Source: an optimization exercise on an open RTL-to-GDS flow (aim: small area, a short achievable clock period and few clock cycles). Production flows keep margins and buffers that such runs may drop.
In this exercise RTL edits were held to simulation tests only and were not proved equivalent to the original.
Power is estimated from default activity; no workload was simulated.

## xyolo_lanes
module xyolo_lanes
#(
  parameter int DATA_W   = xyolo_lanes_pkg::c_DATA_W,
  parameter int N_LANES  = xyolo_lanes_pkg::c_N_LANES,
  parameter int SHIFT_W  = xyolo_lanes_pkg::c_SHIFT_W,
  parameter int CNT_W    = xyolo_lanes_pkg::c_CNT_W,
  parameter int LEAKY_SH = xyolo_lanes_pkg::c_LEAKY_SH
) (
  input  logic                      clk,
  input  logic                      rst,
  input  logic                      start,
  input  logic [CNT_W-1:0]          cfg_n_acc,
  input  logic [CNT_W-1:0]          cfg_n_out,
  input  logic [2:0]                cfg_mp_win,
  input  logic                      cfg_bias,
  input  logic                      cfg_leaky,
  input  logic                      cfg_maxpool,
  input  logic                      cfg_bypass,
  input  logic [SHIFT_W-1:0]        cfg_shift,
  input  logic                      in_valid,
  output logic                      in_ready,
  input  logic [N_LANES*DATA_W-1:0] in_pixel,
  input  logic [N_LANES*DATA_W-1:0] in_weight,
  input  logic [N_LANES*DATA_W-1:0] in_bias,
  output logic                      out_valid,
  input  logic                      out_ready,
  output logic [N_LANES*DATA_W-1:0] out_data,
  output logic                      busy,
  output logic                      done
);
Size in the first run: about 960 flip-flops, ~300 I/O pins, about 67000 sq um of cells after synthesis.
==> flow/config.mk <==
export PLATFORM = sky130hd
export DESIGN_NAME = xyolo_lanes
export DESIGN_NICKNAME = xyolo_lanes
export VERILOG_FILES = /design/flow/design.v
export SDC_FILE = /design/flow/constraint.sdc
export NUM_CORES = 4
export LEC_CHECK = 0
export ABC_AREA = 1
export CAP_MARGIN = 20
export CORE_MARGIN = 2
export CORE_UTILIZATION = 60
export CTS_CLUSTER_DIAMETER = 120
export CTS_CLUSTER_SIZE = 24
export GPL_ROUTABILITY_DRIVEN = 0
export PLACE_DENSITY = 0.7
export SLEW_MARGIN = 20
export SYNTH_HIERARCHICAL = 1
==> flow/constraint.sdc <==
create_clock -name core_clock -period 10.0 [get_ports {clk}]
set_input_delay 2.0000 -clock core_clock [delete_from_list [all_inputs] [get_ports {clk}]]
set_output_delay 2.0000 -clock core_clock [all_outputs]
set_load 0.01 [all_outputs]
standard.sh (not shown) runs the stock make flow with config.mk's settings and CLKGATE_MAP_FILE= SYNTH_SCRIPT=/design/flow/synth_recipe.tcl, a recipe that flattens the netlist after the stock synthesis.
==> flow/flow/run.sh <==
#!/bin/bash
# Standard synthesis unchanged, then the standard layout steps with the
# timing repair asked to leave extra setup margin (so that it sizes the
# critical paths for a period well below the 10 ns constraint) and with
# plain buffers, rather than delay cells, on the ports.
set -euo pipefail
MARGIN=$(cat flow/margin.txt)
bash standard.sh synth > synth.log 2>&1
bash standard.sh SETUP_SLACK_MARGIN=$MARGIN \
  BUFFER_PORTS_ARGS="-buffer_cell sky130_fd_sc_hd__buf_2" finish > layout.log 2>&1
==> flow/flow/margin.txt <==
6.5
Testbench counts at the start, summed over its fixed seeds: cycles 40,467.
Then changed:
Settings changed: CORE_UTILIZATION 60 to 65, PLACE_DENSITY 0.7 to 0.75.
After rerunning: Clock-buffer cell count goes up by 2. Final cell count falls by about 1.4%. Sequential power stays flat. Non-clock buffer count decreases by 6. Combinational power came out higher by about 0.9%. Critical path depth went down by 2. Register-to-register slack is better by 40 ps. Maximum frequency came out higher by about 1.3%. Utilization is higher by 5.3 points.

* * *

Setup of build 89:
xyolo_lanes, a different RTL version from the one above (not shown whole).
For scale: about 7600 cells after synthesis, ~930 flip-flops, about 300 I/O pins, ~66000 sq um of cells after synthesis.
export LEC_CHECK = 0
export ABC_AREA = 1
export CAP_MARGIN = 20
export CORE_MARGIN = 2
export CORE_UTILIZATION = 50
export CTS_CLUSTER_DIAMETER = 120
export CTS_CLUSTER_SIZE = 24
export SLEW_MARGIN = 20
export SYNTH_HIERARCHICAL = 1
create_clock -name core_clock -period 10.0 [get_ports {clk}]
Scripts as last shown in full above: flow/flow/run.sh, flow/flow/margin.txt
Build 89 was carried through to the last stage, and its layout satisfied the timing, design-rule and antenna checks.
Testbench counts of build 89, summed over its fixed seeds: cycles 40,467.
Inputs modified between build 89 and build 83:
Settings: CORE_UTILIZATION: 50 -> 60; PLACE_DENSITY: unset -> 0.7.
--- outcome ---
Build 83 went all the way through synthesis, placement and routing and the layout is clean on timing, DRC and antenna. Taking build 89 as the reference, in build 83 combined global-route utilization of all metal layers has increased; critical path data required time decreased by 0.03 ns relative to the old numbers; post-placement cell count down 3.8%; cell area after placement fell by about 0.8%; layout overhead on the synthesized area fell 0.86 points. Clock group share of total power, build 89 and build 83: lower on build 83.
Modified inputs, build 13 compared to build 83
Settings: CORE_UTILIZATION: 60 -> 70; PLACE_DENSITY: 0.7 -> 0.8.
--- a/flow/flow/run.sh
+++ b/flow/flow/run.sh
@@ -9,2 +9,2 @@
 bash standard.sh SETUP_SLACK_MARGIN=$MARGIN \
-  BUFFER_PORTS_ARGS="-buffer_cell sky130_fd_sc_hd__buf_2" finish > layout.log 2>&1
+  BUFFER_PORTS_ARGS="-buffer_cell sky130_fd_sc_hd__buf_1" finish > layout.log 2>&1
### Flow results
Going from build 83 to build 13, met2 wire length saw an increase, non-clock buffer instance count of the final layout lost 3.7%, sum of internal, switching and leakage power went up by 150 uW, clock insertion delay at the later pin of the skew report roughly the same, setup slack of the critical path after layout lower. Reg2reg setup slack: build 13 vs build 83 down 0.09 ns. When build 13 is set beside build 83, its met2 track demand over resource in global routing turns out to be 8.5 points larger.
Here is what was changed in the inputs of build 91 compared with build 13.
Settings: CORE_UTILIZATION changed from 70 to 60; PLACE_DENSITY changed from 0.8 to 0.7.
--- a/flow/flow/run.sh
+++ b/flow/flow/run.sh
@@ -9,2 +9,2 @@
 bash standard.sh SETUP_SLACK_MARGIN=$MARGIN \
-  BUFFER_PORTS_ARGS="-buffer_cell sky130_fd_sc_hd__buf_1" finish > layout.log 2>&1
+  BUFFER_PORTS_ARGS="-buffer_cell sky130_fd_sc_hd__buf_2" finish > layout.log 2>&1
==> flow/flow/margin.txt <==
6.6
Power in combinational cells essentially unchanged between build 13 and build 91. Clock sink count came out exactly the same in build 13 and build 91. Build 91 reports a higher tightest slew margin relative to the limit than build 13 does. Re final period utilization: build 13 and build 91 aren't equal, and the higher value belongs to build 13. Per the comparison of build 91 with build 13, hold slack down 0.0048 ns, final routed wirelength across all metal layers up 2900 microns.

==> static timing again, ports no longer ideal <==
In the flow no input, the clock included, has a driving cell. The finished layouts below were timed again as built, in two steps. Step 1 (the two cells are an assumption about what drives the block):
set clk [get_ports {clk}]
set_driving_cell -lib_cell sky130_fd_sc_hd__clkbuf_16 $clk
set_driving_cell -lib_cell sky130_fd_sc_hd__buf_2 [delete_from_list [all_inputs] $clk]
Step 2 also shifts input and output timing later by t, the mid clock arrival at the registers, as if the neighbouring blocks saw the same clock. Slacks: no drivers / after step 1 / after step 2; pairs: no drivers / after step 1.
run | t, ns | setup slack, ns | pins driven straight from the clock port
the first run of note 1 | 0.737 | 6.542 / 6.524 / 5.855 | 1
the second run of note 1 | 0.742 | 6.586 / 6.566 / 5.892 | 1
build 89 | 0.752 | 6.508 / 6.478 / 6.019 | 1
build 83 | 0.740 | 6.556 / 6.538 / 6.059 | 1
build 13 | 0.752 | 6.469 / 6.469 / 5.970 | 1
build 91 | 0.748 | 6.525 / 6.443 / 6.063 | 1
After both steps setup and hold are still met in every run listed. The setup slack of the second run of note 1, which loses most, moves by -0.020 ns with the drivers and by -0.694 ns with both steps.
